This is an optimization exercise on Yosys and OpenROAD, whose aim is small area, a short achievable clock period and few clock cycles, not a production implementation. The RTL was checked by simulation tests, not by an equivalence proof against the original design.

rev 12:
## csp_top
module csp_top (
	input  logic        clk,
	input  logic        arst_n,
	input  logic        item_valid,
	output logic        item_stall,
	input  logic [1:0]  item_action,
	input  logic [31:0] item_px,
	input  logic [31:0] item_py,
	output logic        result_valid,
	input  logic        result_stall,
	output logic        result_empty_error,
	output logic [15:0] result_closest_index,
	output logic [15:0] result_neighbour_index,
	output logic [31:0] result_closest_x,
	output logic [31:0] result_closest_y,
	output logic [31:0] result_neighbour_x,
	output logic [31:0] result_neighbour_y,
	output logic [31:0] result_ratio_u,
	output logic [31:0] result_projected_x,
	output logic [31:0] result_projected_y
);
For scale: about 17000 cells after synthesis, roughly 330 I/O pins, ~160000 um^2 of cells after synthesis.
Settings: LEC_CHECK=0, CAP_MARGIN=20, CORE_MARGIN=2, CORE_UTILIZATION=50, SETUP_SLACK_MARGIN=5, SLEW_MARGIN=20; clock period 14.0 ns.
run.sh (not shown) runs the stock make flow with config.mk's settings and CLKGATE_MAP_FILE= SYNTH_SCRIPT=/design/flow/synth_recipe.tcl, a recipe that flattens the netlist after the stock synthesis.
Having completed the whole flow, rev 12 delivered a layout that passed the timing, design-rule and antenna checks.
Testbench counts of rev 12, summed over its fixed seeds: cycles 6,031.
The inputs of rev 13 differ from those of rev 12 as listed below.
diff --git a/flow/design.v b/flow/design.v
--- a/flow/design.v
+++ b/flow/design.v
@@ -3367,17 +3367,25 @@
 	logic        minf, pflag;
 	logic        pend;
 	logic [1:0]  pstep;
 	logic [2:0]  est;
 	logic        res_v;
 	logic [31:0] jcx, jcy, jnx, jny;
 	logic [15:0] jci, jni;
-	logic eng_idle, eng_free, f_go;
+	logic        qv;
+	logic [31:0] qcx, qcy, qnx, qny;
+	logic [15:0] qci, qni;
+	logic [64:0] qden;
+	logic [65:0] qmag;
+	logic        qneg;
+	logic        take_q;
+	logic eng_idle, eng_free, eng_soon, f_go;
 	assign eng_idle = (est == E_IDLE) && !res_v;
 	assign eng_free = (est == E_IDLE) || (est == E_F && !res_v);
+	assign take_q   = qv && eng_free;
 	assign f_go     = (est == E_F) && (!res_v || !result_stall);
 	logic [64:0] d2;
 	logic        gt_a, gt_b;
 	logic [65:0] nmag;
 	logic        nsgn;
 	logic        s2_pt_live;
 	function automatic logic gt3(input logic [64:0] a, input logic [64:0] b, input logic [64:0] d);
@@ -3413,17 +3421,17 @@
 		nmag = pn[66] ? nn[65:0] : pn[65:0];
 		s2_pt_live = (s2_kind == K_PT) && !minf && !cnt_max;
 	end
 	logic s2_end, fast, empty_now, cap_now, go_slow, steal, hold, in_pe, adv, take;
 	logic [2:0] steal_k;
 	always_comb begin
 		s2_end    = (s2_kind == K_END);
-		fast      = s2_end && !s2_bad && !hold_q && !cnt_z && eng_free;
-		empty_now = eng_idle && ((s2_end && cnt_z) || (pend && pstep == P_EMPTY));
-		cap_now   = (s2_kind == K_DEN) || ((s2_kind == K_RDEN) && pend && eng_free);
+		fast      = s2_end && !s2_bad && !hold_q && !cnt_z && (!qv || eng_soon);
+		empty_now = eng_idle && !qv && ((s2_end && cnt_z) || (pend && pstep == P_EMPTY));
+		cap_now   = (s2_kind == K_DEN) || ((s2_kind == K_RDEN) && pend && (!qv || eng_free));
 		go_slow   = s2_end && !fast && !empty_now;
 		steal     = fast || (pend && pstep != P_EMPTY && !cap_now);
 		case (pstep)
 			P_RDA:   steal_k = K_RDA;
 			P_RDB:   steal_k = K_RDB;
 			P_RDEN:  steal_k = K_RDEN;
 			default: steal_k = K_NONE;
@@ -3468,14 +3476,15 @@
 	logic [65:0] rem;    
 	logic        nneg;   
 	logic        neg, sat, first;
 	logic signed [32:0] sdx, sdy;
 	logic [33:0] lq;
 	logic [4:0]  dcnt;
 	logic signed [65:0] accx, accy;
+	assign eng_soon = eng_free || (est == E_DIV && dcnt == 5'd1 && !res_v);
 	function automatic logic [6:0] bitlen66(input logic [65:0] v);
 		logic [6:0] r;
 		r = '0;
 		for (int i = 0; i < 66; i++) if (v[i]) r = 7'(i + 1);
 		bitlen66 = r;
 	endfunction
 	function automatic logic [31:0] sat32(input logic signed [50:0] v);
@@ -3581,14 +3590,15 @@
 			cnt_ge2 <= 1'b0;
 			cnt_max <= 1'b0;
 			minf    <= 1'b0;
 			pend    <= 1'b0;
 			pstep   <= P_EMPTY;
 			est     <= E_IDLE;
 			res_v   <= 1'b0;
+			qv      <= 1'b0;
 		end else begin
 			if (take) in_v <= 1'b1;
 			else if (!in_pe || adv) in_v <= 1'b0;
 			if (take) begin
 				case (item_action)
 					2'd0: begin
 						qx <= item_px;
@@ -3634,20 +3644,22 @@
 				else pstep <= P_RDEN;
 			end else if (pend && pstep == P_RDA) begin
 				pstep <= P_RDB;
 			end else if (pend && pstep == P_RDB) begin
 				pstep <= P_RDEN;
 			end
 			case (est)
-				E_IDLE: if (cap_now) est <= E_SH;
+				E_IDLE: if (take_q) est <= E_SH;
 				E_SH:   est <= (den == '0) ? E_F : E_DIV;
 				E_DIV:  if (dcnt == 5'd1) est <= E_F;
-				E_F:    if (f_go) est <= cap_now ? E_SH : E_IDLE;
+				E_F:    if (f_go) est <= take_q ? E_SH : E_IDLE;
 				default: est <= E_IDLE;
 			endcase
+			if (cap_now) qv <= 1'b1;
+			else if (take_q) qv <= 1'b0;
 			if (f_go || empty_now) res_v <= 1'b1;
 			else if (res_v && !result_stall) res_v <= 1'b0;
 		end
 	end
 	always_ff @(posedge clk) begin
 		if (take) begin
 			in_act <= item_action;
@@ -3678,24 +3690,35 @@
 				bx <= ax; by <= ay; db <= da;
 				ax <= s2_x; ay <= s2_y; da <= d2;
 			end
 		end
 		if (s2_kind == K_RDA) da <= d2;
 		if (s2_kind == K_RDB) db <= d2;
 		if (cap_now) begin
-			jcx <= ax;
-			jcy <= ay;
-			jnx <= bx;
-			jny <= by;
-			jci <= 16'(cnt - 17'd1);
-			if (minf) jni <= pflag ? cnt[15:0] : 16'(cnt - 17'd2);
-			else      jni <= cnt_ge2 ? 16'(cnt - 17'd2) : 16'(cnt - 17'd1);
-			den  <= d2;
-			rem  <= nmag;
-			nneg <= nsgn;
+			qcx  <= ax;
+			qcy  <= ay;
+			qnx  <= bx;
+			qny  <= by;
+			qci  <= 16'(cnt - 17'd1);
+			if (minf) qni <= pflag ? cnt[15:0] : 16'(cnt - 17'd2);
+			else      qni <= cnt_ge2 ? 16'(cnt - 17'd2) : 16'(cnt - 17'd1);
+			qden <= d2;
+			qmag <= nmag;
+			qneg <= nsgn;
+		end
+		if (take_q) begin
+			jcx  <= qcx;
+			jcy  <= qcy;
+			jnx  <= qnx;
+			jny  <= qny;
+			jci  <= qci;
+			jni  <= qni;
+			den  <= qden;
+			rem  <= qmag;
+			nneg <= qneg;
 		end
 		if (empty_now) begin
 			res_e  <= 1'b1;
 			res_ci <= '0;
 			res_ni <= '0;
 			res_cx <= '0;
 			res_cy <= '0;
[summary]
Rev 13 packs its core more tightly than rev 12.
As far as global-route wire length before repair is concerned, rev 13 and rev 12 perform about the same.
The higher flip-flop and latch area of rev 12 and rev 13 is in rev 13.
Rev 13 has setup slack above what rev 12 had.
Taking rev 12 as the reference, in rev 13 met1 demand-to-capacity share in global routing down 1.8 points, slew at the pin closest to its max-slew limit dropped 84 ps, count of clock-buffer cells in the layout now sits higher, cell count of the worst reg-to-reg path +6.
Routing usage on met3 down 1.6 points in rev 13 wrt rev 12
Rev 13 against rev 12: wire length roughly the same; detailed-route via count lower; initial antenna violation count higher.
Testbench counts of rev 13, summed over its fixed seeds: cycles 5,449.

==> what the ideal ports hide <==
How much do the figures lean on ideal ports? The routed layouts below were timed once more, with nothing changed but the port constraints.
Step 1 sets driving cells, clkbuf_16 on the clock port and buf_2 on the other inputs (assumed; they add their load-dependent delay and slew).
Step 2, shift: input delay + t, output delay - t, t = (earliest + latest rising clock arrival at the registers) / 2. This alone moves slack from input paths to output paths.
a / b / c = ideal / step 1 / step 2; a / b = the first two.
run	t, ns	setup slack, ns	worst setup path at the end	worst register clock-pin slew, ns	cell pins on the clock port's net
rev 12	0.998	4.945 / 4.945 / 4.945	register to register	0.07 / 0.07	1
rev 13	1.015	4.968 / 4.968 / 4.968	register to register	0.07 / 0.07	1
After both steps setup and hold are still met in every run listed.
